Background: an optimization exercise with open tools, aiming at small area, a short achievable clock period and few clock cycles per item. Do not read the settings as production practice.
Only simulation tests tie the RTL to the original design; equivalence was not proved.

==> flow/design.v (excerpt) <==
module gemv_stream_engine
#(
  parameter int unsigned SZ     = gemv_pkg::SZ_DEF,
  parameter int unsigned DW     = gemv_pkg::DW_DEF,
  parameter int unsigned N_ROWS = gemv_pkg::N_ROWS_DEF,
  parameter int unsigned AW     = gemv_pkg::gemv_aw(SZ, DW),
  localparam int unsigned IW    = (N_ROWS > 1) ? $clog2(N_ROWS) : 1
) (
  input  logic             clk,
  input  logic             rst_n,
  input  logic             start_i,
  input  logic             accum_i,
  input  logic [SZ*DW-1:0] w_i,
  input  logic             a_valid_i,
  output logic             a_ready_o,
  input  logic [SZ*DW-1:0] a_row_i,
  output logic             o_valid_o,
  input  logic             o_ready_i,
  output logic [DW-1:0]    o_data_o,
  output logic [IW-1:0]    o_idx_o,
  output logic             busy_o,
  output logic             done_o,
  output logic             ovf_o
);
Size in the first run: about 2500 cells after synthesis, roughly 130 I/O pins, ~26000 um2 of cells after synthesis.
Settings: LEC_CHECK=0, ABC_AREA=1, CAP_MARGIN=20, CORE_MARGIN=2, CORE_UTILIZATION=40, SETUP_SLACK_MARGIN=4.0, SLEW_MARGIN=20; clock period 9.0 ns.
standard.sh (not shown) runs the stock make flow with config.mk's settings and CLKGATE_MAP_FILE= SYNTH_SCRIPT=/design/flow/synth_recipe.tcl, a recipe that flattens the netlist after the stock synthesis.
==> flow/flow/run.sh <==
#!/bin/bash
# The standard layout with two changes:
#  - the port buffers are buf_4 cells instead of the buffer_ports default (a
#    slow delay cell that the resizer cannot swap out);
#  - after the standard synthesis, inverter pairs around full adders are
#    removed by flipping the adders' polarity (flow/invpush.py); registers
#    and everything else are left as the standard synthesis made them.
set -euo pipefail
export BUFFER_PORTS_ARGS="-buffer_cell sky130_fd_sc_hd__buf_4"
bash standard.sh synth > standard_synth.log 2>&1
NET=orfs/results/sky130hd/gemv_stream_engine/base/1_2_yosys.v
cp $NET yosys_netlist_orig.v
python3 flow/invpush.py yosys_netlist_orig.v $NET > invpush.log 2>&1
bash standard.sh finish > standard_finish.log 2>&1
Other scripts of this flow, unchanged in this note and not shown: flow/flow/invpush.py
Testbench counts at the start, summed over its fixed seeds: cycles 16,000, items 9,600.
Change:
SETUP_SLACK_MARGIN = 3.5   (was 4.0)
Effect: The changed run produced a clean layout; die area stays the same; cell count shrinks by 4.7%; final area is lower by 8.0%.
Change:
SETUP_SLACK_MARGIN = 3.0   (was 3.5)
Result: Global-route usage came out lower by 0.59 points; clock skew increases by 9.9 ps; routed wire length decreases by 1.9%; register-to-register slack gets worse by 250 ps; cell count drops by 0.64%; cell area goes down by 2.0%; die area is unchanged; core utilization went down by 0.90 points; count of clock-buffer cells in the layout went down by 5.

* * *

Setup of red:
gemv_stream_engine again, from the RTL that the note above started with.
Settings: LEC_CHECK=0, ABC_AREA=1, CAP_MARGIN=20, CORE_MARGIN=2, CORE_UTILIZATION=40, SETUP_SLACK_MARGIN=3.5, SLEW_MARGIN=20; clock period 9.0 ns.
==> flow/flow/run.sh <==
#!/bin/bash
# The standard layout with two changes:
#  - the port buffers are buf_4 cells instead of the buffer_ports default (a
#    slow delay cell that the resizer cannot swap out);
#  - after the standard synthesis, inverters around full and half adders are
#    removed by flipping full adders' polarity and rebuilding half adders that
#    take inverted inputs (flow/invpush2.py); registers and all other cells are
#    left as the standard synthesis made them.
set -euo pipefail
export BUFFER_PORTS_ARGS="-buffer_cell sky130_fd_sc_hd__buf_4"
bash standard.sh synth > standard_synth.log 2>&1
NET=orfs/results/sky130hd/gemv_stream_engine/base/1_2_yosys.v
cp $NET yosys_netlist_orig.v
python3 flow/invpush2.py yosys_netlist_orig.v $NET > invpush.log 2>&1
bash standard.sh finish > standard_finish.log 2>&1
Other scripts of this flow, unchanged in this note and not shown: flow/flow/invpush2.py
red completed every stage of the flow, and the final layout passed the timing, DRC and antenna checks.
Testbench counts of red, summed over its fixed seeds: cycles 16,000, items 9,600.
#### Input delta (blue over red)
Settings: putting CTS_BUF_LIST at sky130_fd_sc_hd__clkbuf_4 sky130_fd_sc_hd__clkbuf_8 where nothing was set.
diff --git a/flow/flow/run.sh b/flow/flow/run.sh
--- a/flow/flow/run.sh
+++ b/flow/flow/run.sh
@@ -1,5 +1,5 @@
 #!/bin/bash
 # The standard layout with two changes:
-#  - the port buffers are buf_4 cells instead of the buffer_ports default (a
+#  - the port buffers are buf_2 cells instead of the buffer_ports default (a
 #    slow delay cell that the resizer cannot swap out);
 #  - after the standard synthesis, inverters around full and half adders are
@@ -8,5 +8,5 @@
 #    left as the standard synthesis made them.
 set -euo pipefail
-export BUFFER_PORTS_ARGS="-buffer_cell sky130_fd_sc_hd__buf_4"
+export BUFFER_PORTS_ARGS="-buffer_cell sky130_fd_sc_hd__buf_2"
 bash standard.sh synth > standard_synth.log 2>&1
 NET=orfs/results/sky130hd/gemv_stream_engine/base/1_2_yosys.v
Summary of blue over red: setup slack shrank by 120 ps. Clock network latency to the later pin of the worst-skew pair came out higher on blue than on red. Taking red as the reference, in blue final-layout clock buffer total now larger, area of all placed cells without fillers down 0.37%, worst-margin pin slew went up by 82 ps, area overhead of the layout relative to synthesis moved down.

==> what the ideal ports hide <==
How much do the figures lean on ideal ports? The routed layouts below were timed once more, with nothing changed but the port constraints.
Step 1 (the two cells are an assumption about what drives the block):
set clk [get_ports {clk}]
set_driving_cell -lib_cell sky130_fd_sc_hd__clkbuf_16 $clk
set_driving_cell -lib_cell sky130_fd_sc_hd__buf_2 [delete_from_list [all_inputs] $clk]
Step 2, shift: input delay + t, output delay - t, t = (earliest + latest rising clock arrival at the registers) / 2. This alone moves slack from input paths to output paths.
Three values: ideal, step 1, step 2; two values: the first two.
run	t, ns	slack for setup (ns)	clock arrival spread, ns	worst data-port slew with drivers (ns)
the first run of note 1	0.661	3.505 / 3.443 / 3.202	0.023 / 0.023	0.06
the second run of note 1	0.661	3.493 / 3.453 / 2.865	0.017 / 0.017	0.05
the third run of note 1	0.659	3.224 / 3.162 / 2.810	0.026 / 0.026	0.06
red	0.650	3.429 / 3.364 / 2.979	0.040 / 0.040	0.06
blue	0.676	3.305 / 3.247 / 2.955	0.057 / 0.057	0.06
After both steps every run listed still meets setup and hold. For the second run of note 1, which loses most, drivers alone change the setup slack by -0.040 ns; drivers and shift together by -0.628 ns.
